Source: an optimization exercise on an open RTL-to-GDS flow (aim: small area, a short achievable clock period and few clock cycles per item). Production flows keep margins and buffers that such runs may drop.
The RTL was checked by simulation tests, not by an equivalence proof against the original design.

== the baseline ==
// ntt_core
module ntt_core (
    input  logic  clk,
    input  logic  reset,
    input  logic  load_w,
    input  logic  load_data,
    input  logic  start,
    input  ntt_pkg::coef_t din,
    output logic  done,
    output logic  dout_valid,
    output ntt_pkg::coef_t dout
);
export LEC_CHECK = 0
export CAP_MARGIN = 20
export CORE_MARGIN = 2
export CORE_UTILIZATION = 40
export CTS_CLUSTER_DIAMETER = 150
export CTS_CLUSTER_SIZE = 25
export SLEW_MARGIN = 20
create_clock -name core_clock -period 95.0 [get_ports {clk}]
standard.sh (not shown) runs the stock make flow with config.mk's settings and CLKGATE_MAP_FILE= SYNTH_SCRIPT=/design/flow/synth_recipe.tcl, a recipe that flattens the netlist after the stock synthesis.
==> flow/flow/run.sh <==
#!/bin/bash
set -euo pipefail
cd "$(dirname "$0")/.."
bash standard.sh "BUFFER_PORTS_ARGS=-buffer_cell sky130_fd_sc_hd__buf_2" finish > make_finish.log 2>&1
The baseline: done, clean on timing, DRC and antenna
Testbench counts of the baseline, summed over its fixed seeds: cycles 5,296, items 128.
[inputs] the candidate vs the baseline
Settings: a change of CTS_CLUSTER_SIZE from 25 to 20.
## What came out
The candidate did not stop at any stage, and its layout met the timing, DRC and antenna checks.
Routed wire length on met2 delta for the candidate relative to the baseline: 480 µm lower
In terms of post-layout instance area, the baseline and the candidate differ only marginally.
First-iteration DRC count in the candidate is 361 above the baseline.
The total length of routed wires of the candidate and that of the baseline are within noise of each other.
Between the baseline and the candidate, the fill cell instance count of the final layout does not differ in any meaningful way.

Setup of ember:
ntt_core, a different RTL version from the one above (not shown whole).
Size: roughly 6,400 cells after synthesis, about 720 flip-flops, roughly 39 I/O pins, about 62,000 um2 of cells after synthesis.
## ntt_core
module ntt_core (
    input  logic  clk,
    input  logic  reset,
    input  logic  load_w,
    input  logic  load_data,
    input  logic  start,
    input  ntt_pkg::coef_t din,
    output logic  done,
    output logic  dout_valid,
    output ntt_pkg::coef_t dout
);
    localparam logic [1:0] K_NONE = 2'd0, K_BP = 2'd1, K_H = 2'd2, K_TW = 2'd3;
    logic        cw_r, cd_r, cs_r;   
    logic        idle_r;             
    logic        lw_act;             
    logic [3:0]  lw_cnt;             
    logic        cv_act;             
    logic [4:0]  cv_cnt;
    logic        tw_ready;           
    logic [5:0]  ph;                 
    logic        started;            
    logic        spec_ok;            
    logic        rc_act;             
    logic [3:0]  rc;
    logic        rc_ok;              
    logic [15:0] q_r;
    logic [15:0] tw [1:7];
    logic signed [16:0] sl [0:7];    
    logic signed [17:0] sm [8:11];   
    logic        [17:0] sh [12:15];  
    logic        [17:0] bl [0:3];    
    logic signed [17:0] bh [4:7];    
    logic acc_w, acc_d, acc_s, acc_any;
    assign acc_w   = idle_r && cw_r;
    assign acc_d   = idle_r && !cw_r && cd_r;
    assign acc_s   = idle_r && !cw_r && !cd_r && cs_r && ((ph == 6'd17) || (ph == 6'd18));
    assign acc_any = acc_w || acc_d || acc_s;
    logic loading;      
    logic idle;
    assign loading = acc_d || ((ph >= 6'd2) && (ph <= 6'd16));
    assign idle    = !acc_any && !lw_act && !loading && !started;
    logic proceed;      
    logic tx;
  ...
export LEC_CHECK = 0
export CAP_MARGIN = 20
export CORE_MARGIN = 2
export CORE_UTILIZATION = 40
export CTS_CLUSTER_DIAMETER = 150
export CTS_CLUSTER_SIZE = 20
export SLEW_MARGIN = 20
create_clock -name core_clock -period 95.0 [get_ports {clk}]
==> flow/flow/run.sh <==
#!/bin/bash
set -euo pipefail
cd "$(dirname "$0")/.."
BUF="BUFFER_PORTS_ARGS=-buffer_cell sky130_fd_sc_hd__buf_4"
bash standard.sh "$BUF" place > make_place.log 2>&1
RES=$(ls -d orfs/results/*/ntt_core/base)
ODB="$RES/3_place.odb" openroad -no_init -exit flow/upsize.tcl > upsize.log 2>&1
bash standard.sh "$BUF" finish > make_finish.log 2>&1
==> flow/flow/upsize.tcl <==
# Stronger drive for the output-port registers (same cell type), then legalize the placement.
read_db $::env(ODB)
set db [ord::get_db]
set block [ord::get_db_block]
set swaps {sky130_fd_sc_hd__dfxtp_1 sky130_fd_sc_hd__dfxtp_4 sky130_fd_sc_hd__dfrtp_1 sky130_fd_sc_hd__dfrtp_4}
set n 0
foreach inst [$block getInsts] {
  set name [$inst getName]
  if {[regexp {^(dout\\?\[[0-9]+\\?\]|dout_valid|done)\$} $name] || [regexp {^(dout\[[0-9]+\]|dout_valid|done)\$} $name]} {
    set m [[$inst getMaster] getName]
    foreach {from to} $swaps {
      if {$m eq $from} {
        $inst swapMaster [$db findMaster $to]
        incr n
        puts "upsized $name $from -> $to"
      }
    }
  }
}
puts "upsized $n registers"
detailed_placement
check_placement -verbose
write_db $::env(ODB)
ember did not stop at any stage, and its layout met the timing, DRC and antenna checks.
Testbench counts of ember, summed over its fixed seeds: cycles 5,296, items 128.
Relative to ember, the following input files were edited for amber:
==> flow/flow/run.sh <==
#!/bin/bash
set -euo pipefail
cd "$(dirname "$0")/.."
bash standard.sh "BUFFER_PORTS_ARGS=-buffer_cell sky130_fd_sc_hd__buf_2" finish > make_finish.log 2>&1
removed: flow/flow/upsize.tcl
Notes after the runs:
- Status | amber and ember | clean
- Register-to-register slack improves in amber relative to ember.
- The summed area of non-filler cells in the final layout was comparable across amber and ember.
- When the final numbers for amber and ember were put side by side, the worst setup slack turned out to be smaller in amber.

## before
ntt_core, a different RTL version from the one above (not shown whole).
For scale: roughly 6300 cells after synthesis, roughly 39 I/O pins.
Settings: LEC_CHECK=0, CAP_MARGIN=20, CORE_MARGIN=2, CORE_UTILIZATION=55, CTS_CLUSTER_DIAMETER=150, CTS_CLUSTER_SIZE=20, SLEW_MARGIN=20; clock period 95.0 ns.
==> flow/flow/run.sh <==
#!/bin/bash
set -euo pipefail
cd "$(dirname "$0")/.."
bash standard.sh "BUFFER_PORTS_ARGS=-buffer_cell sky130_fd_sc_hd__buf_2" finish > make_finish.log 2>&1
Testbench counts of before, summed over its fixed seeds: cycles 5,296, items 128.
> inputs changed (before -> after)
--- a/flow/config.mk
+++ b/flow/config.mk
@@ -8,5 +8,5 @@
 export CAP_MARGIN = 20
 export CORE_MARGIN = 2
-export CORE_UTILIZATION = 55
+export CORE_UTILIZATION = 40
 export CTS_CLUSTER_DIAMETER = 150
 export CTS_CLUSTER_SIZE = 20
==> notes.md <==
- Delta (after minus before): setup slack of the critical path after layout has increased.
- [compare] base=before new=after: post-layout minimum cycle time dropped 0.022 ns; fraction of the cycle the final worst path needs barely changed; final net count barely changed; sequential share of layout area dropped 0.30 points; global-route wire length before repair dropped about 2.3%.

==> re-timing with driven ports <==
The flow's constraints put no driver on any port. The routed layouts listed below were extracted and timed again, unchanged, in two steps.
Step 1 sets driving cells, clkbuf_16 on the clock port and buf_2 on the other inputs (assumed; they add their load-dependent delay and slew).
Step 2 moves the port delays by t, midway between the first and last clock arrival at a register: inputs arrive t later, outputs are due t later. That takes back most of the time a late clock gives input paths.
Slacks: ideal / step 1 / step 2; pairs: ideal / step 1.
run | shift t [ns] | setup WS [ns] | hold WS [ns]
the baseline | 0.716 | 74.742 / 74.669 / 75.323 | 0.328 / 0.328 / 0.328
the candidate | 0.735 | 74.739 / 74.661 / 75.301 | 0.321 / 0.321 / 0.321
ember | 0.758 | 74.693 / 74.608 / 75.131 | 0.326 / 0.326 / 0.326
amber | 0.732 | 74.648 / 74.571 / 75.053 | 0.332 / 0.332 / 0.332
before | 0.730 | 74.723 / 74.642 / 75.184 | 0.331 / 0.331 / 0.331
after | 0.711 | 74.745 / 74.670 / 75.140 | 0.332 / 0.332 / 0.332
After both steps every run listed still meets setup and hold.
